Context: an optimization exercise on an open-source flow, tuned for small area and a short achievable clock period. The choices shown serve that exercise and are no tape-out recipe. The RTL was checked by simulation tests, not by an equivalence proof against the original design. Power is estimated from default activity; no workload was simulated.

## flow/design.v

```verilog
`timescale 1ns/100ps
`default_nettype none
module wb_sharedbus
(
   input  logic        clk,
   input  logic        rst_n,
   input  logic        m0_cyc,
   input  logic        m0_stb,
   input  logic        m0_we,
   input  logic [31:0] m0_adr,
   input  logic [3:0]  m0_sel,
   input  logic [31:0] m0_dat_w,
   output logic        m0_ack,
   output logic        m0_err,
   output logic        m0_stall,
   output logic [31:0] m0_dat_r,
   input  logic        m1_cyc,
   input  logic        m1_stb,
   input  logic        m1_we,
   input  logic [31:0] m1_adr,
   input  logic [3:0]  m1_sel,
   input  logic [31:0] m1_dat_w,
   output logic        m1_ack,
   output logic        m1_err,
   output logic        m1_stall,
   output logic [31:0] m1_dat_r
);
   logic own1_q;
   logic g0, g1;
   assign g0 = m0_cyc & ~(own1_q & m1_cyc);
   assign g1 = m1_cyc & ~g0;
   assign m0_stall = m0_cyc & own1_q & m1_cyc;
   assign m1_stall = m1_cyc & m0_cyc & ~own1_q;
   always_ff @(posedge clk or negedge rst_n)
      if (!rst_n) own1_q <= 1'b0;
      else        own1_q <= g1;
   logic        acc, we;
   logic [31:0] adr, dat;
   logic [3:0]  sel;
   assign acc = g0 ? m0_stb : (g1 & m1_stb);
   assign we  = g0 ? m0_we  : m1_we;
   assign adr = g0 ? m0_adr : m1_adr;
   assign sel = g0 ? m0_sel : m1_sel;
   assign dat = g0 ? m0_dat_w : m1_dat_w;
   logic       top, hit;
   logic [7:0] idx;
   assign top = ~|adr[31:14] & ~|adr[11:8];
   assign hit = top & ~(adr[13] & adr[12]);
   assign idx = {adr[13:12], adr[7:2]};
   logic ack0_q, ack1_q, err0_q, err1_q;
   always_ff @(posedge clk or negedge rst_n)
      if (!rst_n)
      begin
         ack0_q <= 1'b0;
         ack1_q <= 1'b0;
         err0_q <= 1'b0;
         err1_q <= 1'b0;
      end
      else
      begin
         ack0_q <= acc & g0 & hit;
         ack1_q <= acc & ~g0 & hit;
         err0_q <= acc & g0 & ~hit;
         err1_q <= acc & ~g0 & ~hit;
      end
   assign m0_ack = ack0_q;
   assign m1_ack = ack1_q;
   assign m0_err = err0_q;
   assign m1_err = err1_q;
   logic        ph_q;
   logic [31:0] st_q [192];
   logic [31:0] dx;
   logic [3:0]  bwe;
   logic [191:0] wsel;
   logic [191:0] rsel;
   always_ff @(posedge clk or negedge rst_n)
      if (!rst_n) ph_q <= 1'b0;
      else        ph_q <= ~ph_q;
   assign dx  = dat ^ {32{ph_q}};
   assign bwe = sel & {4{acc & we & top}};
   always_comb
      for (int i = 0; i < 192; i++)
      begin
         rsel[i] = (idx == i[7:0]);
         wsel[i] = rsel[i];
      end
   logic [3:0] wr [192];
   logic [3:0] hd [192];
   always_comb
      for (int i = 0; i < 192; i++)
         for (int b = 0; b < 4; b++)
         begin
            wr[i][b] = wsel[i] & bwe[b];
            hd[i][b] = ~wr[i][b] & rst_n;
         end
   always_ff @(posedge clk)
      for (int i = 0; i < 192; i++)
         for (int b = 0; b < 4; b++)
            st_q[i][8*b +: 8] <= ~((st_q[i][8*b +: 8] | {8{wr[i][b]}}) &
                                   (dx[8*b +: 8] | {8{hd[i][b]}}));
   logic [31:0] rmux;
   logic [31:0] rd_q;
   always_comb
   begin
      rmux = '0;
      for (int i = 0; i < 192; i++)
         rmux = rmux | (st_q[i] & {32{rsel[i]}});
   end
   always_ff @(posedge clk)
      rd_q <= rmux ^ {32{ph_q}};
   assign m0_dat_r = rd_q;
   assign m1_dat_r = rd_q;
endmodule
`default_nettype wire
```

## flow/flow/run.sh

```bash
#!/bin/bash
# The standard layout (standard.sh), with changes to how it is made only:
#  - the port buffers are plain buf_4 cells instead of the slow clock-delay buffers that
#    buffer_ports picks by default (every port still gets its buffer);
#  - the resizer may swap a cell for a faster one outside its footprint family;
#  - repair_timing aims for slack to spare only from clock tree synthesis on, where it sees
#    placed wires, instead of also sizing up cells before placement.
# Each step's full output goes to a log file of its own here; ORFS's own logs are under orfs/logs.
set -euo pipefail
COMMON=(MATCH_CELL_FOOTPRINT=0 "BUFFER_PORTS_ARGS=-buffer_cell sky130_fd_sc_hd__buf_4")
bash standard.sh "${COMMON[@]}" SETUP_SLACK_MARGIN=0 synth > log_synth.txt 2>&1
bash standard.sh "${COMMON[@]}" SETUP_SLACK_MARGIN=0 place > log_place.txt 2>&1
bash standard.sh "${COMMON[@]}" SETUP_SLACK_MARGIN=2.9 TNS_END_PERCENT=5 finish > log_finish.txt 2>&1
```

## flow/standard.sh

```bash
#!/bin/bash
# synth_recipe.tcl (not shown) runs the flow's synth.tcl, then flattens the netlist and writes it again
# the make line also repeats each setting of config.mk as NAME=value (left out here)
make -C /OpenROAD-flow-scripts/flow DESIGN_CONFIG=/design/flow/config.mk WORK_HOME=/design/flow/orfs CLKGATE_MAP_FILE= SYNTH_SCRIPT=/design/flow/synth_recipe.tcl "${@:-finish}"
```

## flow/config.mk

```make
export PLATFORM = sky130hd
export DESIGN_NAME = wb_sharedbus
export DESIGN_NICKNAME = wb_sharedbus
export VERILOG_FILES = /design/flow/design.v
export SDC_FILE = /design/flow/constraint.sdc
export NUM_CORES = 4
export LEC_CHECK = 0
export CAP_MARGIN = 10
export CELL_PAD_IN_SITES_DETAIL_PLACEMENT = 1
export CELL_PAD_IN_SITES_GLOBAL_PLACEMENT = 2
export CORE_MARGIN = 2
export CORE_UTILIZATION = 40
export PLACE_DENSITY = 0.5
export SLEW_MARGIN = 10
```

## flow/constraint.sdc

```tcl
create_clock -name core_clock -period 6.0 [get_ports {clk}]
set_input_delay 1.2000 -clock core_clock [delete_from_list [all_inputs] [get_ports {clk}]]
set_output_delay 1.2000 -clock core_clock [all_outputs]
set_load 0.01 [all_outputs]
```

==> results_dict.tcl, run 1 <==
set metrics [dict create \
    tool.error "[ERROR GRT-0116] Global routing finished with congestion. Check the congestion regions in the DRC Viewer." \
    synthTopCellsByCount "o22ai_1, dfxtp_1, a22oi_1, clkbuf_1, nor2_1" \
    numPortBuffers 209 \
    synth_nets 21940 \
    yosysSeqAreaShare 0.5664 \
    synth_compound_area_frac 0.3070 \
    root_buffer "clkbuf_16" \
    synthMostInstantiatedCell "o22ai_1" \
    synthArstFlopShare 0.0009706 \
    synth_top_cell_by_area "dfxtp_1" \
    grt_first_pass_wirelength_microns 2914000 \
    syn_area_sq_um 218600 \
    avgSynthCellArea_sq_um 10.03 \
    die_w_microns 743.2 \
    grt-ovfl-total 98 \
    place_hpwl_microns 1598000 \
    stop_stage "global routing" \
    synth_simple_gate_area_share 0.07675 \
    dieHeight_microns 743.2 \
    synth-edff-count 0 \
    clkSinkCount 6182 \
    grt_pass1_vias 255200 \
    synth.area.mux_share 0.002530 \
    gp_congestion 1.309 \
    grt_max_degree 139 \
    dp.cells 29760 \
    synth_top_area_share 0.5657 \
    syn_inst 21800 \
    synth_top_family_by_area "compound AO/OA/AOI/OAI gates" \
    synth_fa_ha_area_frac 0 \
    yosys_register_bits 6182 \
    clockBufferDepth 4 \
    htreeDepth 6 \
    rows 271 \
    grt.total_usage 0.8045 \
    yosysWarnings 4 \
    cts_buffers 657 \
    ys_top_cells_by_area "dfxtp_1, o22ai_1, a22oi_1" \
    synthFlopType "dfxtp_1" \
    hold_buffers 0 \
    initial_utilization 0.4013 \
    synth.distinct_cells 85 \
    outcome "did not finish" \
    synthXorXnorAreaFrac 0.002565 \
    io_pins 214 \
]
-- what timing repair did --
item / CTS
setup buffers: 477
cloned: 43
pin swaps: 187
setup endpoints to repair: 6182
resized for setup: 962
-- logic make-up after synthesis --
group	after synthesis
AOI/OAI and AO/OA	9833
and+or+nand+nor	3208
DFF	6182
xor gates and xnor gates	64
buffers and inverters	2457
muxes	54
-- worst max path at each step --
stage	startpoint	end	slack [ps]	cells past startpoint
3_5_place_dp	m0_cyc	rd_q[10]	-330	16
4_1_cts	own1_q	rd_q[23]	1470	16
2_1_floorplan	m0_adr[2]	rd_q[22]	2040	13
3_3_place_gp	m1_adr[3]	rd_q[23]	-1290	14
-- metrics by stage --
step / worst slack, ps / cell area (sq um)
2_1_floorplan: 2039 / 218600
3_3_place_gp: -1289 / 250500
3_5_place_dp: -326.9 / 250900
4_1_cts: 1472 / 284200
-- power groups by stage --
stage	Clock [W]	Combinational [W]	Sequential (W)
floorplan	0	0.00668	0.0513
global placement	0	0.0108	0.0544
detailed placement	0	0.0112	0.0546
CTS	0.0426	0.0118	0.0539
-- layer usage --
metal | overflow | track usage
met1 | 2 | 0.8185
met2 | 59 | 0.8980
met3 | 1 | 0.7146
met4 | 36 | 0.7679
met5 | 0 | 0.5601
==> run 2: changes to the inputs <==
--- a/flow/design.v
+++ b/flow/design.v
@@ -67,47 +67,18 @@
    assign m1_ack = ack1_q;
    assign m0_err = err0_q;
    assign m1_err = err1_q;
-   logic        ph_q;
-   logic [31:0] st_q [192];
-   logic [31:0] dx;
-   logic [3:0]  bwe;
-   logic [191:0] wsel;
-   logic [191:0] rsel;
-   always_ff @(posedge clk or negedge rst_n)
-      if (!rst_n) ph_q <= 1'b0;
-      else        ph_q <= ~ph_q;
-   assign dx  = dat ^ {32{ph_q}};
-   assign bwe = sel & {4{acc & we & top}};
-   always_comb
-      for (int i = 0; i < 192; i++)
+   logic [31:0] mem [192];
+   logic [31:0] rd_q;
+   always_ff @(posedge clk)
+   begin
+      if (acc & we & hit)
       begin
-         rsel[i] = (idx == i[7:0]);
-         wsel[i] = rsel[i];
+         for (int b = 0; b < 4; b++)
+            if (sel[b])
+               mem[idx][8*b +: 8] <= dat[8*b +: 8];
       end
-   logic [3:0] wr [192];
-   logic [3:0] hd [192];
-   always_comb
-      for (int i = 0; i < 192; i++)
-         for (int b = 0; b < 4; b++)
-         begin
-            wr[i][b] = wsel[i] & bwe[b];
-            hd[i][b] = ~wr[i][b] & rst_n;
-         end
-   always_ff @(posedge clk)
-      for (int i = 0; i < 192; i++)
-         for (int b = 0; b < 4; b++)
-            st_q[i][8*b +: 8] <= ~((st_q[i][8*b +: 8] | {8{wr[i][b]}}) &
-                                   (dx[8*b +: 8] | {8{hd[i][b]}}));
-   logic [31:0] rmux;
-   logic [31:0] rd_q;
-   always_comb
-   begin
-      rmux = '0;
-      for (int i = 0; i < 192; i++)
-         rmux = rmux | (st_q[i] & {32{rsel[i]}});
+      rd_q <= mem[idx];
    end
-   always_ff @(posedge clk)
-      rd_q <= rmux ^ {32{ph_q}};
    assign m0_dat_r = rd_q;
    assign m1_dat_r = rd_q;
 endmodule
==> flow/flow/run.sh (replaced) <==
#!/bin/bash
# The standard layout (standard.sh), with changes to how it is made only:
#  - the port buffers are plain buf_4 cells instead of the slow clock-delay buffers that
#    buffer_ports picks by default (every port still gets its buffer);
#  - the resizer may swap a cell for a faster one outside its footprint family;
#  - the clock tree is built from clkbuf_8 cells without dummy loads;
#  - repair_timing aims for slack to spare only from clock tree synthesis on, where it sees
#    placed wires, instead of also sizing up cells before placement.
# Each step's full output goes to a log file of its own here; ORFS's own logs are under orfs/logs.
set -euo pipefail
COMMON=(MATCH_CELL_FOOTPRINT=0 "BUFFER_PORTS_ARGS=-buffer_cell sky130_fd_sc_hd__buf_4"
   "CTS_ARGS=-sink_clustering_enable -repair_clock_nets -dont_use_dummy_load -buf_list sky130_fd_sc_hd__clkbuf_8 -sink_clustering_size 16 -sink_clustering_max_diameter 80")
bash standard.sh "${COMMON[@]}" SETUP_SLACK_MARGIN=0 synth > log_synth.txt 2>&1
bash standard.sh "${COMMON[@]}" SETUP_SLACK_MARGIN=0 place > log_place.txt 2>&1
bash standard.sh "${COMMON[@]}" SETUP_SLACK_MARGIN=2.8 TNS_END_PERCENT=5 finish > log_finish.txt 2>&1
--- a/flow/config.mk
+++ b/flow/config.mk
@@ -9,6 +9,7 @@
 export CELL_PAD_IN_SITES_DETAIL_PLACEMENT = 1
 export CELL_PAD_IN_SITES_GLOBAL_PLACEMENT = 2
 export CORE_MARGIN = 2
-export CORE_UTILIZATION = 40
-export PLACE_DENSITY = 0.5
+export CORE_UTILIZATION = 55
+export PLACE_DENSITY = 0.65
 export SLEW_MARGIN = 10
+export SYNTH_MEMORY_MAX_BITS = 8192
==> run 2 against run 1 <==
Synthesized cell count down 39%. Now clean on timing, DRC and antenna. Synthesized area rose by 9.2%.
==> results_dict.tcl, run 2 <==
set metrics [dict create \
    yosysWarnings 1 \
    synth.distinct_cells 40 \
    grt_antenna_before_repair 30 \
    dr.pass1.iters 6 \
    drv_cap 0 \
    switching_share 0.2505 \
    worstPathRequired_ps 7160 \
    remaining_drc_errors 0 \
    place_hpwl_microns 518200 \
    setup_tns_ps 0 \
    cts_buffers 424 \
    dieHeight_microns 662.7 \
    io_pins 214 \
    reg.largest.list "mem: 6144 flops, rd_q: 32 flops" \
    htreeDepth 5 \
    arrival_ps 5250 \
    top_register "mem" \
    rows 241 \
    peakVddDrop_mv 0.2322 \
    root_buffer "clkbuf_8" \
    p_per_area_nw_per_um2 274.8 \
    gp_congestion 0.8944 \
    die_w_microns 662.7 \
    tightest_slew_ps 1122 \
    clk_pin_slew_worst_paths_ps 110 \
    grt-ovfl-total 0 \
    synth_top_area_share 0.7731 \
    numPortBuffers 209 \
    path_class "reg2reg" \
    synth_nets 13510 \
    grt_first_pass_wirelength_microns 1144000 \
    crit_fanout 13 \
    setup_violations 0 \
    cp-start-kind "flop" \
    avgSynthCellArea_sq_um 17.85 \
    synthTopCellsByCount "edfxtp_1, mux2i_1, o22ai_1, nor2_1, nand2_1" \
    ys_top_cells_by_area "edfxtp_1, mux2i_1, o22ai_1" \
    grt_max_degree 129 \
    final.min_clock_period_ps 4090 \
    layout_setup_ws_ps 1910 \
    timing.hold.ws_ps 220.2 \
    die_area_sq_um 439200 \
    max-slew-margin-rel 0.2522 \
    clkSinkCount 6181 \
    final-hold-violation-count 0 \
    wl_per_cell_microns 41.34 \
    insertion_delay_ps 1260 \
    postLayoutCellArea_sq_um 281500 \
    final_cell_mix "edfxtp_1, mux2i_1, o22ai_1, buf_4, nor2_4" \
    finalPower_w 0.07735 \
    coreArea_sq_um 431500 \
    clockBufferDepth 4 \
    placed_cell_area_sq_um 254200 \
    rsz0062_at_grt "true" \
    outcome "no timing/DRC/antenna violations" \
    synthFlopType "edfxtp_1" \
    power_frac_comb 0.128 \
    crit_path_end_kind "flop" \
    switching_power_w 0.01937 \
    synthMostInstantiatedCell "edfxtp_1" \
    synth_top_cell_by_area "edfxtp_1" \
    pwr-share-clk 0.251 \
    synthArstFlopShare 0.0008089 \
    finalCritPeriodShare 0.6817 \
    yosysSeqAreaShare 0.7763 \
    num-fill-cells 35730 \
    syn_area_sq_um 238600 \
    num_vias 141400 \
    slew_viol_final 0 \
    nNetsFinal 15190 \
    via_per_inst 6.800 \
    leakage_nw 94.59 \
    area_delta_synth_final_pct 17.97 \
    grt.total_usage 0.3763 \
    synth-edff-count 6144 \
    syn_inst 13370 \
    grt_pass1_vias 139200 \
    fmaxAchievable_ghz 0.2445 \
    dp_slack_ps -164.6 \
    routed_wl_microns 859500 \
    final_common_cell "edfxtp_1" \
    p_int_w 0.05798 \
    worst_clock_skew_ps 57.35 \
    detail-route-antenna-nets 0 \
    cts_tree "yes" \
    seqPwrFrac 0.622 \
    largest_reg_flops 6144 \
    min_path_type "in2reg" \
    drt-initial-drc-count 18320 \
    initial_utilization 0.5531 \
    yosys_register_bits 6181 \
    drive_gt1_frac 0.2659 \
]
==> run 2: cell types whose count changed after synthesis, sizes merged, moves of 1759 or more <==
cell / delta
clkbuf: -1759
mux2i: +2448
o22ai: -4997
edfxtp: +6144
dfxtp: -6144
a22oi: -1974
==> run 2: logic make-up after synthesis <==
| logic type | after synthesis | synth area share |
|---|---|---|
| flip-flops | 6181 | 0.7763 |
| multiplexers | 2738 | 0.1271 |
| AND/OR/NAND/NOR | 1807 | 0.03273 |
| AO/OA/AOI/OAI | 1771 | 0.04595 |
| buffers and inverters | 869 | 0.01794 |
==> run 2: routing by layer <==
layer	part of all wire	GRT usage	wire, microns	vias to the layer above
met1	0.37	0.5047	320100	75360
met2	0.47	0.5942	402300	7844
li1	-	-	-	56580
met3	0.088	0.05402	75550	1581
met5	0.000030	0	26	-
met4	0.072	0.2196	61480	4
==> run 2: power by group through the flow <==
stage	registers (W)	logic (W)	clock network, W
after global placement	0.0491	0.00748	0
after CTS	0.0481	0.00906	0.0194
final	0.0481	0.00987	0.0194
after global routing	0.0481	0.0100	0.0207
after detailed placement	0.0491	0.00767	0
after floorplan	0.0493	0.00388	0
==> run 2: path summary, 6_finish.rpt <==
| check | startpoint | endpoint | slack [ps] | depth (start not counted) |
|---|---|---|---|---|
| min in group asynchronous | rst_n | ack1_q | 280 | 2 |
| setup reg to reg | own1_q | rd_q[13] | 1910 | 17 |
| hold reg to reg | mem[57][22] | rd_q[22] | 860 | 5 |
| max in group asynchronous | rst_n | err0_q | 5600 | 2 |
| hold / removal | m0_stb | ack0_q | 220 | 3 |
| setup / recovery | own1_q | rd_q[13] | 1910 | 17 |
==> run 2: cell type report <==
| type | instances | area [sq um] | area share |
|---|---|---|---|
| Antenna cell | 37 | 92.59 | 0.0003289 |
| Clock buffer | 424 | 5836 | 0.02073 |
| Inverter | 2 | 7.507 | 0.00002667 |
| Multi-Input combinational cell | 6342 | 57670 | 0.2049 |
| Sequential cell | 6181 | 185300 | 0.6581 |
| Tap cell | 5710 | 7144 | 0.02538 |
| Timing Repair Buffer | 2096 | 25510 | 0.09060 |
==> run 2: critical path, cell delays in order, from the launching register on <==
cell     delay, ps
dfrtp_2        470
a21bo_4        230
buf_12         150
buf_12         220
mux2_8         310
buf_12         160
nand2_8         80
buf_12         180
buf_16         170
buf_12         140
buf_4          210
o22ai_1        420
nor4_1         100
buf_4          190
o22ai_2        290
o21ai_0        150
nand3_1        170
buf_6          210
==> run 2: stage by stage <==
stage,util,cells
final,0.6524,20790
after CTS,0.6376,20460
after floorplan,-,13370
after detailed placement,0.5890,19530
after global routing,0.6524,20780
after global placement,0.5890,19530
==> run 2: what timing repair did <==
action | in CTS | in global routing
hold endpoints to repair | 5 | 0
gates cloned | 164 | 45
setup endpoints to repair | 6526 | 6192
pin swaps | 193 | 201
buffers inserted | 345 | 249
hold buffers | 1 | 0
resized for setup | 1855 | 624
==> run 3: changes to the inputs <==
--- a/flow/flow/run.sh
+++ b/flow/flow/run.sh
@@ -12,4 +12,4 @@
    "CTS_ARGS=-sink_clustering_enable -repair_clock_nets -dont_use_dummy_load -buf_list sky130_fd_sc_hd__clkbuf_8 -sink_clustering_size 16 -sink_clustering_max_diameter 80")
 bash standard.sh "${COMMON[@]}" SETUP_SLACK_MARGIN=0 synth > log_synth.txt 2>&1
 bash standard.sh "${COMMON[@]}" SETUP_SLACK_MARGIN=0 place > log_place.txt 2>&1
-bash standard.sh "${COMMON[@]}" SETUP_SLACK_MARGIN=2.8 TNS_END_PERCENT=5 finish > log_finish.txt 2>&1
+bash standard.sh "${COMMON[@]}" SETUP_SLACK_MARGIN=2.1 TNS_END_PERCENT=5 finish > log_finish.txt 2>&1
==> run 3 against run 2 <==
Still clean. Sequential power barely moved. Worst setup slack got worse by 210 ps. Sequential share of layout area rose by 3.8 points. Register-to-register slack got worse by 210 ps. Combinational power fell by 14%. Clock skew rose by 16 ps. Fmax fell by 4.9%. Via count fell by 4.4%. Synthesized area did not move. Core utilization fell by 3.6 points. Global-route usage fell by 2.2 points. Non-clock buffer count fell by 605. Critical path type unchanged. Highest routed layer unchanged.
==> results_dict.tcl, run 3 <==
set metrics [dict create \
    grt_max_degree 129 \
    coreArea_sq_um 431500 \
    largest_reg_flops 6144 \
    clkSinkCount 6181 \
    dieHeight_microns 662.7 \
    grt-ovfl-total 0 \
    place_hpwl_microns 518200 \
    insertion_delay_ps 1270 \
    max_stage_delay_ps 630 \
    die_area_sq_um 439200 \
    leakage_nw 88.80 \
    tightest_slew_ps 1146 \
    synth-edff-count 6144 \
    final_core_util 0.6169 \
    setup_violations 0 \
    initial_utilization 0.5531 \
    cp-start-kind "flop" \
    synth_top_area_share 0.7731 \
    yosys_register_bits 6181 \
    synth_top_cell_by_area "edfxtp_1" \
    detail-route-antenna-nets 0 \
    grt_antenna_before_repair 35 \
    rsz0062_at_grt "true" \
    nNetsFinal 14580 \
    crit_path_end_kind "flop" \
    grt_pass1_vias 135200 \
    fmaxAchievable_ghz 0.2326 \
    yosysWarnings 1 \
    slew_viol_final 0 \
    switching_share 0.2463 \
    cts_tree "yes" \
    routed_wl_microns 802400 \
    clk_pin_slew_worst_paths_ps 110 \
    die_w_microns 662.7 \
    area_delta_synth_final_pct 11.53 \
    power_frac_comb 0.112 \
    worst_clock_skew_ps 72.94 \
    max-slew-margin-rel 0.2342 \
    arrival_ps 5150 \
    root_buffer "clkbuf_8" \
    top_register "mem" \
    drt-initial-drc-count 15710 \
    gp_congestion 0.8944 \
    synthMostInstantiatedCell "edfxtp_1" \
    p_per_area_nw_per_um2 285.1 \
    final.min_clock_period_ps 4299 \
    via_per_inst 6.694 \
    ys_top_cells_by_area "edfxtp_1, mux2i_1, o22ai_1" \
    drive_gt1_frac 0.1951 \
    wl_per_cell_microns 39.74 \
    num_vias 135200 \
    avgSynthCellArea_sq_um 17.85 \
    switching_power_w 0.01869 \
    min_path_type "in2reg" \
    syn_area_sq_um 238600 \
    rows 241 \
    path_cells "a21bo_4 -> buf_12 -> mux2i_4 -> buf_12 -> buf_16 -> buf_16 -> buf_12 -> buf_4 -> nor2_2 -> buf_4 -> nand2_1 -> nor2_2" \
    reg.largest.list "mem: 6144 flops, rd_q: 32 flops" \
    crit_fanout 16 \
    path_class "reg2reg" \
    grt.total_usage 0.3546 \
    peakVddDrop_mv 0.2316 \
    synthTopCellsByCount "edfxtp_1, mux2i_1, o22ai_1, nor2_1, nand2_1" \
    final-hold-violation-count 0 \
    finalPower_w 0.07589 \
    synthFlopType "edfxtp_1" \
    synth.distinct_cells 40 \
    grt_first_pass_wirelength_microns 1086000 \
    p_int_w 0.05720 \
    io_pins 214 \
    finalCritPeriodShare 0.7165 \
    yosysSeqAreaShare 0.7763 \
    final_common_cell "edfxtp_1" \
    dr.pass1.iters 6 \
    drv_cap 0 \
    numPortBuffers 209 \
    timing.hold.ws_ps 189.0 \
    remaining_drc_errors 0 \
    cts_buffers 424 \
    synth_nets 13510 \
    critPathSlowestCell "nor2_2" \
    syn_inst 13370 \
    pwr-share-clk 0.254 \
    path_buf_inv 7 \
    worstPathRequired_ps 6860 \
    final_cell_mix "edfxtp_1, mux2i_1, o22ai_1, buf_4, nand2_1" \
    seqPwrFrac 0.634 \
    cp_common_cell "buf_12" \
    synthArstFlopShare 0.0008089 \
    num-fill-cells 36870 \
    outcome "no timing/DRC/antenna violations" \
    crit_family "simple AND/OR/NAND/NOR gates" \
    layout_setup_ws_ps 1701 \
    clockBufferDepth 4 \
    dp_slack_ps -164.6 \
    htreeDepth 5 \
]
## run 3: cell counts after synthesis
No cell type changed its count.
## run 3: timing repair
| item | in CTS | in global routing |
|---|---|---|
| hold buffers | 1 | 0 |
| buffers inserted | 64 | 48 |
| setup endpoints to repair | 6163 | 5863 |
| hold endpoints to repair | 5 | 0 |
| gates resized for setup | 676 | 169 |
| cloned | 47 | 29 |
| pin swaps | 24 | 24 |
## run 3: final timing paths
kind | from | end | slack, ps | cells after the start
max | own1_q | mem[177][8] | 1700 | 12
min | m0_stb | ack0_q | 190 | 3
max reg2reg | own1_q | mem[177][8] | 1700 | 12
min reg2reg | mem[57][22] | rd_q[22] | 850 | 5
max in group asynchronous | rst_n | err0_q | 5620 | 2
min in group asynchronous | rst_n | ack1_q | 250 | 2
## run 3: area by class of cell
class / instances / area, sq um / area share
multi-input combinational: 6332 / 52270 / 0.1964
antenna: 51 / 127.6 / 0.0004795
inverter: 2 / 7.507 / 0.00002820
clock buffer: 424 / 5836 / 0.02192
timing repair buffer: 1491 / 15530 / 0.05834
tap: 5710 / 7144 / 0.02684
sequential: 6181 / 185300 / 0.6960
## run 3: layer usage
layer  up-vias  part of all wire  GRT usage
met5         -          0.000097          0
met4        12             0.065     0.1919
met3      1262             0.078    0.04961
met2      6306              0.47     0.5668
met1     72340              0.38     0.4764
li1      55250                 -          -
## run 3: power by group through the flow
stage	Sequential (W)	Clock, W	Combinational [W]
final	0.0481	0.0193	0.00851
after global routing	0.0481	0.0206	0.00872
after CTS	0.0481	0.0194	0.00814
after detailed placement	0.0491	0	0.00767
after global placement	0.0491	0	0.00748
after floorplan	0.0493	0	0.00388
## run 3: cell families after synthesis
kind of cell / Yosys count / share of synthesized area
flops: 6181 / 0.7763
mux: 2738 / 0.1271
simple gates: 1807 / 0.03273
compound gates: 1771 / 0.04595
buf+inv: 869 / 0.01794
## run 3: per-stage QoR
step                      instances  TNS, ps  cell area (sq um)
after global routing          20180        0             266100
final                         20190        0             266200
after global placement        19530   -275.8             254200
after detailed placement      19530   -438.5             254200
after floorplan               13370        0             238600
after CTS                     20060        0             264200
## run 3: worst min-delay path, delay by kind of cell
kind	cells	cell delay (ps)
buffers and inverters	1	110
AND/OR/NAND/NOR	2	110
==> run 4: changes to the inputs <==
--- a/flow/design.v
+++ b/flow/design.v
@@ -68,7 +68,8 @@
    assign m0_err = err0_q;
    assign m1_err = err1_q;
    logic [31:0] mem [192];
-   logic [31:0] rd_q;
+   logic [31:0] rds_q [3];
+   logic [1:0]  slv_q;
    always_ff @(posedge clk)
    begin
       if (acc & we & hit)
@@ -77,9 +78,13 @@
             if (sel[b])
                mem[idx][8*b +: 8] <= dat[8*b +: 8];
       end
-      rd_q <= mem[idx];
+      for (int s = 0; s < 3; s++)
+         rds_q[s] <= mem[{s[1:0], idx[5:0]}];
+      slv_q <= idx[7:6];
    end
-   assign m0_dat_r = rd_q;
-   assign m1_dat_r = rd_q;
+   logic [31:0] rd;
+   assign rd       = slv_q[1] ? rds_q[2] : (slv_q[0] ? rds_q[1] : rds_q[0]);
+   assign m0_dat_r = rd;
+   assign m1_dat_r = rd;
 endmodule
 `default_nettype wire
--- a/flow/flow/run.sh
+++ b/flow/flow/run.sh
@@ -12,4 +12,4 @@
    "CTS_ARGS=-sink_clustering_enable -repair_clock_nets -dont_use_dummy_load -buf_list sky130_fd_sc_hd__clkbuf_8 -sink_clustering_size 16 -sink_clustering_max_diameter 80")
 bash standard.sh "${COMMON[@]}" SETUP_SLACK_MARGIN=0 synth > log_synth.txt 2>&1
 bash standard.sh "${COMMON[@]}" SETUP_SLACK_MARGIN=0 place > log_place.txt 2>&1
-bash standard.sh "${COMMON[@]}" SETUP_SLACK_MARGIN=2.1 TNS_END_PERCENT=5 finish > log_finish.txt 2>&1
+bash standard.sh "${COMMON[@]}" SETUP_SLACK_MARGIN=2.4 TNS_END_PERCENT=5 finish > log_finish.txt 2>&1
==> run 4 against run 3 <==
Still clean. Worst setup slack improved by 42 ps. Synthesized cell count increased by 32%. Sequential cell count increased by 66. Global-route usage decreased by 0.16 points. Fmax increased by 1.0%. Synthesized area increased by 2.0%. Sequential power increased by 1%. Via count increased by 16%. Routed wire length increased by 6.2%.
==> results_dict.tcl, run 4 <==
set metrics [dict create \
    slew_viol_final 0 \
    io_pins 214 \
    wl_per_cell_microns 35.18 \
    die_area_sq_um 447900 \
    finalCritPeriodShare 0.7094 \
    final_core_util 0.6100 \
    switching_power_w 0.01938 \
    crit_family "simple AND/OR/NAND/NOR gates" \
    synthFlopType "edfxtp_1" \
    yosysSeqAreaShare 0.7665 \
    top_register "mem" \
    worst_clock_skew_ps 60.07 \
    initial_utilization 0.5518 \
    root_buffer "clkbuf_8" \
    final_common_cell "edfxtp_1" \
    crit_path_end_kind "flop" \
    final_cell_mix "edfxtp_1, nand2_1, a21oi_1, buf_4, mux2i_1" \
    power_frac_comb 0.111 \
    drive_gt1_frac 0.1263 \
    finalPower_w 0.07676 \
    switching_share 0.2525 \
    syn_area_sq_um 243400 \
    final-hold-violation-count 0 \
    min_path_cells 3 \
    cts_buffers 428 \
    synth.area.mux_share 0.03844 \
    r2r_cells 10 \
    seqPwrFrac 0.634 \
    tightest_slew_ps 1344 \
    path_class "reg2reg" \
    grt-ovfl-total 0 \
    critPathSlowestCell "nand2_1" \
    fmaxAchievable_ghz 0.2349 \
    ys_top_cells_by_area "edfxtp_1, nand2_1, a21oi_1" \
    synthArstFlopShare 0.0008004 \
    final.min_clock_period_ps 4257 \
    insertion_delay_ps 1240 \
    gp_congestion 0.8961 \
    crit_fanout 12 \
    grt_max_degree 184 \
    routed_wl_microns 852300 \
    coreArea_sq_um 441100 \
    synth-edff-count 6144 \
    reg2reg_slack_ps 1740 \
    path_buf_inv 5 \
    synth_simple_gate_area_share 0.1221 \
    outcome "no timing/DRC/antenna violations" \
    min_path_type "in2reg" \
    reg.largest.list "mem: 6144 flops, rds_q: 96 flops, slv_q: 2 flops" \
    max-slew-margin-rel 0.1019 \
    detail-route-antenna-nets 0 \
    grt_pass1_vias 151900 \
    clk_pin_slew_worst_paths_ps 100 \
    yosys_register_bits 6247 \
    pwr-share-clk 0.254 \
    p_per_area_nw_per_um2 285.2 \
    rows 244 \
    place_hpwl_microns 521900 \
    synth.distinct_cells 40 \
    num_vias 156300 \
    synthMostInstantiatedCell "edfxtp_1" \
    synth_top_family_by_area "simple AND/OR/NAND/NOR gates" \
    setup_violations 0 \
    grt.total_usage 0.3530 \
    drt-initial-drc-count 20170 \
    grt_first_pass_wirelength_microns 1118000 \
    synth_nets 17810 \
    path_cells "a21bo_4 -> buf_6 -> clkbuf_16 -> buf_6 -> mux2_8 -> buf_12 -> nor2_2 -> buf_4 -> nand2_1 -> nor2_2" \
    nNetsFinal 18420 \
    remaining_drc_errors 0 \
    dieHeight_microns 669.3 \
    clockBufferDepth 4 \
    die_w_microns 669.3 \
    largest_reg_flops 6144 \
    dr.pass1.iters 6 \
    arrival_ps 5110 \
    synth_fa_ha_area_frac 0 \
    path_depth 10 \
    synth_compound_area_frac 0.05186 \
    clkSinkCount 6247 \
    synth_top_area_share 0.7579 \
    drv_cap 0 \
    via_per_inst 6.452 \
    cts_tree "yes" \
    rsz0062_at_grt "true" \
    htreeDepth 5 \
    synth_top_cell_by_area "edfxtp_1" \
    avgSynthCellArea_sq_um 13.78 \
    leakage_nw 89.01 \
    area_delta_synth_final_pct 10.55 \
    grt_antenna_before_repair 68 \
    cp-start-kind "flop" \
    p_int_w 0.05738 \
    max_stage_delay_ps 860 \
    numPortBuffers 209 \
    synthXorXnorAreaFrac 0 \
    yosysWarnings 2 \
    worstPathRequired_ps 6860 \
    synthTopCellsByCount "edfxtp_1, nand2_1, a21oi_1, nor2_1, mux2i_1" \
    num-fill-cells 41260 \
    setup_tns_ps 0 \
    peakVddDrop_mv 0.2381 \
    syn_inst 17670 \
]
run 4: cell count changes after synthesis, moves of 138 or more:
cell and change:
nand2_1 +4266, nor3_1 +192, clkbuf_1 +289, nand3_1 +456
mux4_2 -138, mux2i_1 -1785, or4_1 +377, o22ai_1 -1106
nor4_1 -153, a21oi_1 +1849
run 4: cell families (layout without fill, tap and decap cells):
logic type             count (synthesis)  in the layout
muxes                                815            817
DFF                                 6247           6247
buffers and inverters               1136           1740
and+or+nand+nor                     7030           7031
AOI/OAI and AO/OA                   2439           2441
other                                  0             44
run 4: power by group through the flow:
stage / clock [W] / combinational [W] / sequential [W]
after floorplan: 0 / 0.00376 / 0.0498
after global placement: 0 / 0.00700 / 0.0497
after detailed placement: 0 / 0.00719 / 0.0497
after CTS: 0.0196 / 0.00749 / 0.0487
after global routing: 0.0209 / 0.00884 / 0.0487
final: 0.0195 / 0.00853 / 0.0487
run 4: metal layers:
layer	up-vias	track usage	share of wire
met3	1263	0.05420	0.093
met4	38	0.1568	0.054
met5	-	0	0.00033
met2	7654	0.5567	0.46
li1	65330	-	-
met1	82010	0.4912	0.39
run 4: area by class of cell:
class                   instances  area [sq um]  share of cell area
repair buffers               1309         14760             0.05483
multi-input cells           10290         54360              0.2020
well taps                    5904          7387             0.02745
inverters                       3         11.26          0.00004184
flip-flops and latches       6247        186600              0.6934
clock buffers                 428          5891             0.02189
diodes                         44         110.1           0.0004091
run 4: what timing repair did:
item / 4_1_cts / 5_1_grt
hold buffers: 1 / 0
pin swaps: 12 / 39
buffers inserted: 41 / 171
gates resized for setup: 289 / 499
setup endpoints to repair: 6227 / 5809
gates cloned: 1 / 101
endpoints found under the hold margin: 5 / 0
run 4: worst register-to-register path: stages, from the launching register on:
cell	delay, ps
dfrtp_2	480
a21bo_4	280
buf_6	140
clkbuf_16	150
buf_6	110
mux2_8	410
buf_12	240
nor2_2	110
buf_4	320
nand2_1	880
nor2_2	780
run 4: final timing paths:
check	startpoint	end
max	own1_q	mem[0][31]
min	m0_stb	ack0_q
max reg2reg	own1_q	mem[0][31]
min reg2reg	mem[2][25]	rds_q[0][25]
max in group asynchronous	rst_n	ack0_q
min in group asynchronous	rst_n	own1_q
run 4: per-stage QoR:
stage | setup slack, ps | hold WS (ps) | instances | cell area (sq um)
after detailed placement | 233.0 | 731.8 | 23440 | 255400
after CTS | 1711 | 160.6 | 23910 | 263000
after floorplan | 797.4 | 622.4 | 17670 | 243400
after global routing | 1779 | 232.9 | 24190 | 269000
final | 1743 | 257.4 | 24220 | 269100
after global placement | 261.6 | 723.4 | 23440 | 255400
==> run 5: changes to the inputs <==
--- a/flow/config.mk
+++ b/flow/config.mk
@@ -9,7 +9,7 @@
 export CELL_PAD_IN_SITES_DETAIL_PLACEMENT = 1
 export CELL_PAD_IN_SITES_GLOBAL_PLACEMENT = 2
 export CORE_MARGIN = 2
-export CORE_UTILIZATION = 55
-export PLACE_DENSITY = 0.65
+export CORE_UTILIZATION = 62
+export PLACE_DENSITY = 0.7
 export SLEW_MARGIN = 10
 export SYNTH_MEMORY_MAX_BITS = 8192
==> run 5 against run 4 <==
Critical path depth decreased by 3. Worst hold slack improved by 89 ps. Final cell count decreased by 2.2%. Sequential share of layout area increased by 0.23 points. Largest power group unchanged. Sequential cell count unchanged. Design area decreased by 0.33%. First-iteration DRC count increased by 14%. Clock skew increased by 13 ps. Routed wire length increased by 1.4%. Synthesized area unchanged. Via count increased by 3.1%.
==> results_dict.tcl, run 5 <==
set metrics [dict create \
    outcome "no timing/DRC/antenna violations" \
    tightest_slew_ps 1422 \
    seqPwrFrac 0.636 \
    setup_violations 0 \
    grt.total_usage 0.4245 \
    dieHeight_microns 630.6 \
    insertion_delay_ps 1280 \
    syn_inst 17670 \
    min_path_type "in2reg" \
    dp_slack_ps 432.8 \
    fmaxAchievable_ghz 0.2366 \
    hp-start "m1_cyc" \
    r2r_cells 10 \
    io_pins 214 \
    yosysSeqAreaShare 0.7665 \
    final_cell_mix "edfxtp_1, nand2_1, a21oi_1, buf_4, nor2_1" \
    wl_per_cell_microns 36.48 \
    final-hold-violation-count 0 \
    layout_setup_ws_ps 1773 \
    ys_top_cells_by_area "edfxtp_1, nand2_1, a21oi_1" \
    rsz0062_at_grt "true" \
    remaining_drc_errors 0 \
    reg2reg_slack_ps 1880 \
    arrival_ps 3030 \
    routed_wl_microns 864100 \
    synthFlopType "edfxtp_1" \
    crit_fanout 8 \
    largest_reg_flops 6144 \
    setup_tns_ps 0 \
    htreeDepth 5 \
    finalPower_w 0.07675 \
    instances_no_fill 23690 \
    place_hpwl_microns 532500 \
    nNetsFinal 18560 \
    drv_cap 0 \
    worst_clock_skew_ps 72.68 \
    synthMostInstantiatedCell "edfxtp_1" \
    die_area_sq_um 397700 \
    p_int_w 0.05729 \
    grt-ovfl-total 0 \
    dp.cells 22960 \
    clockBufferDepth 4 \
    synth.distinct_cells 40 \
    slew_viol_final 0 \
    peakVddDrop_mv 0.2489 \
    drt-initial-drc-count 22960 \
    switching_share 0.2535 \
    final_common_cell "edfxtp_1" \
    switching_power_w 0.01946 \
    cts_buffers 428 \
    via_per_inst 6.804 \
    clk_pin_slew_worst_paths_ps 100 \
    gp_congestion 0.8933 \
    root_buffer "clkbuf_8" \
    max-slew-margin-rel 0.05172 \
    worstPathRequired_ps 4800 \
    grt_first_pass_wirelength_microns 1191000 \
    initial_utilization 0.6215 \
    yosysWarnings 2 \
    top_register "mem" \
    cp-start-kind "flop" \
    avgSynthCellArea_sq_um 13.78 \
    p_per_area_nw_per_um2 286.1 \
    num_vias 161200 \
    synth_nets 17810 \
    power_frac_comb 0.111 \
    path_class "reg2out" \
    numPortBuffers 209 \
    crit_path_end_kind "primary output" \
    finalCritPeriodShare 0.7045 \
    synth-edff-count 6144 \
    holdPathEnd "own1_q" \
    reg.largest.list "mem: 6144 flops, rds_q: 96 flops, slv_q: 2 flops" \
    dr.pass1.iters 6 \
    leakage_nw 89.39 \
    grt_antenna_before_repair 67 \
    min_path_cells 2 \
    synthArstFlopShare 0.0008004 \
    r2r-start "own1_q" \
    detail-route-antenna-nets 0 \
    yosys_register_bits 6247 \
    final_core_util 0.6848 \
    synth_top_area_share 0.7579 \
    die_w_microns 630.6 \
    final.min_clock_period_ps 4227 \
    rows 230 \
    syn_area_sq_um 243400 \
    synth_top_cell_by_area "edfxtp_1" \
    cts_tree "yes" \
    reg2reg_to "mem[141][26]" \
    clkSinkCount 6247 \
    synthTopCellsByCount "edfxtp_1, nand2_1, a21oi_1, nor2_1, mux2i_1" \
    pwr-share-clk 0.253 \
    grt_pass1_vias 164900 \
    coreArea_sq_um 391700 \
    grt_max_degree 192 \
    drive_gt1_frac 0.1255 \
    area_delta_synth_final_pct 10.19 \
]
run 5: power groups by stage:
stage	clock, W	sequential (W)	combinational [W]
after floorplan	0	0.0498	0.00376
after global placement	0	0.0498	0.00678
after detailed placement	0	0.0498	0.00711
after CTS	0.0193	0.0488	0.00799
after global routing	0.0206	0.0488	0.00868
final	0.0194	0.0488	0.00848
run 5: per-layer routing:
metal	GRT usage	vias to the layer above	wire length, microns
met3	0.09200	2302	100800
met4	0.2976	20	70750
met1	0.5328	82370	290000
li1	-	65650	-
met2	0.6647	10810	402400
met5	0	-	138
run 5: cell type report:
cell class                      instances  area (sq um)
Multi-Input combinational cell      10290         53840
Antenna cell                           55         137.6
Tap cell                             5220          6531
Clock buffer                          428          5891
Fill cell                           35600        123400
Timing Repair Buffer                 1439         15220
Inverter                                3         11.26
Sequential cell                      6247        186600
run 5: through the flow:
step	hold WS, ps	area, sq um
3_5_place_dp	747.1	256100
4_1_cts	256.3	266900
5_1_grt	299.4	268100
6_report	346.7	268200
2_1_floorplan	622.4	243400
3_3_place_gp	724.9	256100
run 5: cell families (layout without fill, tap and decap cells):
group	count (synthesis)	after routing	synth area share
muxes	815	818	0.03844
and+or+nand+nor	7030	7032	0.1221
DFF	6247	6247	0.7665
AOI/OAI and AO/OA	2439	2443	0.05186
other	0	55	0
buffers and inverters	1136	1870	0.02111
run 5: repair_timing:
| item | CTS | global route |
|---|---|---|
| gates resized for setup | 475 | 105 |
| hold buffers | 1 | 0 |
| pin swaps | 21 | 6 |
| setup endpoints to repair | 6288 | 4388 |
| gates cloned | 67 | 17 |
| hold endpoints to repair | 5 | 0 |
| setup buffers | 120 | 36 |
run 5: how the worst max path moves through the flow:
stage	startpoint	to
final	slv_q[0]	m1_dat_r[24]
after global routing	slv_q[0]	m1_dat_r[8]
after CTS	slv_q[0]	m1_dat_r[24]
after detailed placement	m0_cyc	mem[9][31]
after global placement	m0_cyc	mem[41][1]
after floorplan	m0_cyc	mem[0][10]
run 5: worst max-delay path: stages (launching register included):
cell     delay [ps]
dfxtp_4         380
buf_12          170
buf_12          130
buf_16          140
mux2i_4         460
o21ai_4         160
buf_8           190
buf_6           130
==> run 6: changes to the inputs <==
--- a/flow/flow/run.sh
+++ b/flow/flow/run.sh
@@ -12,4 +12,4 @@
    "CTS_ARGS=-sink_clustering_enable -repair_clock_nets -dont_use_dummy_load -buf_list sky130_fd_sc_hd__clkbuf_8 -sink_clustering_size 16 -sink_clustering_max_diameter 80")
 bash standard.sh "${COMMON[@]}" SETUP_SLACK_MARGIN=0 synth > log_synth.txt 2>&1
 bash standard.sh "${COMMON[@]}" SETUP_SLACK_MARGIN=0 place > log_place.txt 2>&1
-bash standard.sh "${COMMON[@]}" SETUP_SLACK_MARGIN=2.4 TNS_END_PERCENT=5 finish > log_finish.txt 2>&1
+bash standard.sh "${COMMON[@]}" SETUP_SLACK_MARGIN=2.0 TNS_END_PERCENT=100 finish > log_finish.txt 2>&1
--- a/flow/config.mk
+++ b/flow/config.mk
@@ -9,7 +9,7 @@
 export CELL_PAD_IN_SITES_DETAIL_PLACEMENT = 1
 export CELL_PAD_IN_SITES_GLOBAL_PLACEMENT = 2
 export CORE_MARGIN = 2
-export CORE_UTILIZATION = 62
-export PLACE_DENSITY = 0.7
+export CORE_UTILIZATION = 55
+export PLACE_DENSITY = 0.65
 export SLEW_MARGIN = 10
 export SYNTH_MEMORY_MAX_BITS = 8192
==> run 6 against run 5 <==
Final cell count increased by 1.2%. Clock-buffer cell count did not move. Via count down 5.0%. Sequential cell count stayed put. Worst hold slack worse by 82 ps. Critical path depth down 2. Total power down 1.2%.
==> results_dict.tcl, run 6 <==
set metrics [dict create \
    clkSinkCount 6247 \
    dr.pass1.iters 6 \
    wl_per_cell_microns 33.81 \
    slew_viol_final 0 \
    rsz0062_at_grt "true" \
    grt-busiest-layer "met2" \
    die_area_sq_um 447900 \
    root_buffer "clkbuf_8" \
    largest_reg_flops 6144 \
    htreeDepth 5 \
    reg.largest.list "mem: 6144 flops, rds_q: 96 flops, slv_q: 2 flops" \
    min_path_cells 3 \
    coreArea_sq_um 441100 \
    grt_max_degree 184 \
    numPortBuffers 209 \
    die_w_microns 669.3 \
    synth.distinct_cells 40 \
    p_per_area_nw_per_um2 286.6 \
    peakVddDrop_mv 0.2372 \
    gp_congestion 0.8961 \
    detail-route-antenna-nets 0 \
    synth_top_cell_by_area "edfxtp_1" \
    yosys_register_bits 6247 \
    syn_inst 17670 \
    cts_buffers 428 \
    grt.total_usage 0.3572 \
    num_vias 153100 \
    drt-initial-drc-count 18550 \
    synth-edff-count 6144 \
    cp-start-kind "flop" \
    crit_family "multiplexers" \
    area_delta_synth_final_pct 8.750 \
    routed_wl_microns 810500 \
    yosysSeqAreaShare 0.7665 \
    synthTopCellsByCount "edfxtp_1, nand2_1, a21oi_1, nor2_1, mux2i_1" \
    met1_usage 0.4972 \
    path_class "reg2out" \
    max_stage_delay_ps 600 \
    yosysWarnings 2 \
    layout_setup_ws_ps 1795 \
    dp_slack_ps 233.0 \
    r2r_cells 8 \
    grt_first_pass_wirelength_microns 1128000 \
    path_buf_inv 3 \
    final_cell_mix "edfxtp_1, nand2_1, a21oi_1, buf_4, mux2i_1" \
    place_hpwl_microns 521900 \
    arrival_ps 3000 \
    fmaxAchievable_ghz 0.2378 \
    grt_pass1_vias 152200 \
    remaining_drc_errors 0 \
    final.min_clock_period_ps 4205 \
    holdPathEnd "ack0_q" \
    r2r-start "own1_q" \
    synthArstFlopShare 0.0008004 \
    timing.hold.ws_ps 264.7 \
    drive_gt1_frac 0.1164 \
    syn_area_sq_um 243400 \
    synthMostInstantiatedCell "edfxtp_1" \
    worst_clock_skew_ps 54.37 \
    cts_tree "yes" \
    grt_antenna_before_repair 64 \
    outcome "no timing/DRC/antenna violations" \
    synth_nets 17810 \
    final-hold-violation-count 0 \
    clk_pin_slew_worst_paths_ps 110 \
    top_register "mem" \
    grt-ovfl-total 0 \
    leakage_nw 86.53 \
    reg2reg_to "mem[41][31]" \
    hp-start "m0_stb" \
    synthFlopType "edfxtp_1" \
    rows 244 \
    tightest_slew_ps 1341 \
    clockBufferDepth 4 \
    initial_utilization 0.5518 \
    avgSynthCellArea_sq_um 13.78 \
    setup_tns_ps 0 \
    critPathSlowestCell "mux2i_4" \
    path_cells "buf_16 -> buf_12 -> mux2i_4 -> o21ai_4 -> buf_4" \
    setup_violations 0 \
    via_per_inst 6.388 \
    io_pins 214 \
    worstPathRequired_ps 4800 \
    nNetsFinal 18180 \
    ys_top_cells_by_area "edfxtp_1, nand2_1, a21oi_1" \
    reg2reg_slack_ps 1810 \
    synth_top_area_share 0.7579 \
    min_path_type "in2reg" \
    finalCritPeriodShare 0.7008 \
    max-slew-margin-rel 0.1041 \
    num-fill-cells 41490 \
    drv_cap 0 \
    dieHeight_microns 669.3 \
    crit_fanout 5 \
    use_met2 0.5622 \
    use_met3 0.05676 \
    final_common_cell "edfxtp_1" \
    crit_path_end_kind "primary output" \
    insertion_delay_ps 1240 \
]
run 6: cell counts after synthesis:
Identical to the previous run, type by type.
run 6: stage by stage:
stage | cell area, sq um | total power (W) | utilization | std cells
detailed placement | 255400 | 0.05685 | 0.5789 | 23440
global placement | 255400 | 0.05666 | 0.5789 | 23440
finish | 264700 | 0.07587 | 0.6001 | 23970
floorplan | 243400 | 0.05355 | - | 17670
global route | 264700 | 0.07773 | 0.5999 | 23940
CTS | 263600 | 0.07582 | 0.5975 | 23910
run 6: worst max path at each step:
| stage | slack [ps] | end | depth (start not counted) | from |
|---|---|---|---|---|
| final | 1800 | m0_dat_r[5] | 5 | slv_q[0] |
| after global routing | 1790 | m0_dat_r[5] | 5 | slv_q[0] |
| after floorplan | 800 | mem[0][10] | 7 | m0_cyc |
| after global placement | 260 | mem[59][30] | 10 | m1_cyc |
| after detailed placement | 230 | mem[59][30] | 10 | m1_cyc |
| after CTS | 1710 | m1_dat_r[4] | 4 | slv_q[0] |
run 6: area by class of cell:
type | count | area, sq um | area share
tap | 5904 | 7387 | 0.02790
timing repair buffer | 1065 | 10620 | 0.04010
inverter | 3 | 11.26 | 0.00004254
antenna | 39 | 97.59 | 0.0003686
multi-input combinational | 10290 | 54140 | 0.2045
clock buffer | 428 | 5891 | 0.02225
sequential | 6247 | 186600 | 0.7048
run 6: cell families after synthesis:
| logic type | count (synthesis) | synth area share |
|---|---|---|
| AOI/OAI and AO/OA | 2439 | 0.05186 |
| and+or+nand+nor | 7030 | 0.1221 |
| DFF | 6247 | 0.7665 |
| buffers and inverters | 1136 | 0.02111 |
| muxes | 815 | 0.03844 |
run 6: worst min-delay path, stage by stage:
cell and delay [ps]:
buf_4 120, nand2_1 80, nor2_1 40
run 6: what timing repair did:
action,4_1_cts,5_1_grt
pin swaps,4,12
setup buffers,35,15
hold buffers,1,0
gates resized for setup,434,234
gates cloned,12,5
setup endpoints to repair,4558,1979
endpoints found under the hold margin,5,0
run 6: routing by layer:
| metal | part of all wire | wire (microns) |
|---|---|---|
| met3 | 0.085 | 69010 |
| met5 | 0.00051 | 414 |
| met1 | 0.40 | 321500 |
| met4 | 0.049 | 40110 |
| met2 | 0.47 | 379500 |
run 6: power by group:
part,switching [W],internal [W]
registers,0.000186,0.0485
clock network,0.0130,0.00638
logic,0.00567,0.00209

[what the ideal ports hide]
No port has a modelled driver above. Below, the same layouts with a new extraction and two added sets of constraints. Step 1 (the two cells are an assumption about what drives the block):
set clk [get_ports {clk}]
set_driving_cell -lib_cell sky130_fd_sc_hd__clkbuf_16 $clk
set_driving_cell -lib_cell sky130_fd_sc_hd__buf_2 [delete_from_list [all_inputs] $clk]
Step 2 times the ports against the registers' clock, not the clock port: input delays grow and output delays shrink by t, the midpoint of the rising clock arrivals with the driver on. Three values: no drivers, after step 1, after step 2; two values: the first two.
run | t (ns) | slack for setup (ns) | worst register clock-pin slew, ns
run 2 | 1.346 | 1.910 / 1.910 / 0.967 | 0.12 / 0.12
run 3 | 1.339 | 1.701 / 1.701 / 0.772 | 0.12 / 0.12
run 4 | 1.344 | 1.743 / 1.664 / 0.870 | 0.12 / 0.12
run 5 | 1.351 | 1.773 / 1.646 / 0.864 | 0.12 / 0.12
run 6 | 1.341 | 1.795 / 1.658 / 0.923 | 0.11 / 0.11
After both steps every run listed still meets setup and hold. The setup slack of run 2, which loses most, moves by 0.000 ns with the drivers and by -0.943 ns with both steps.
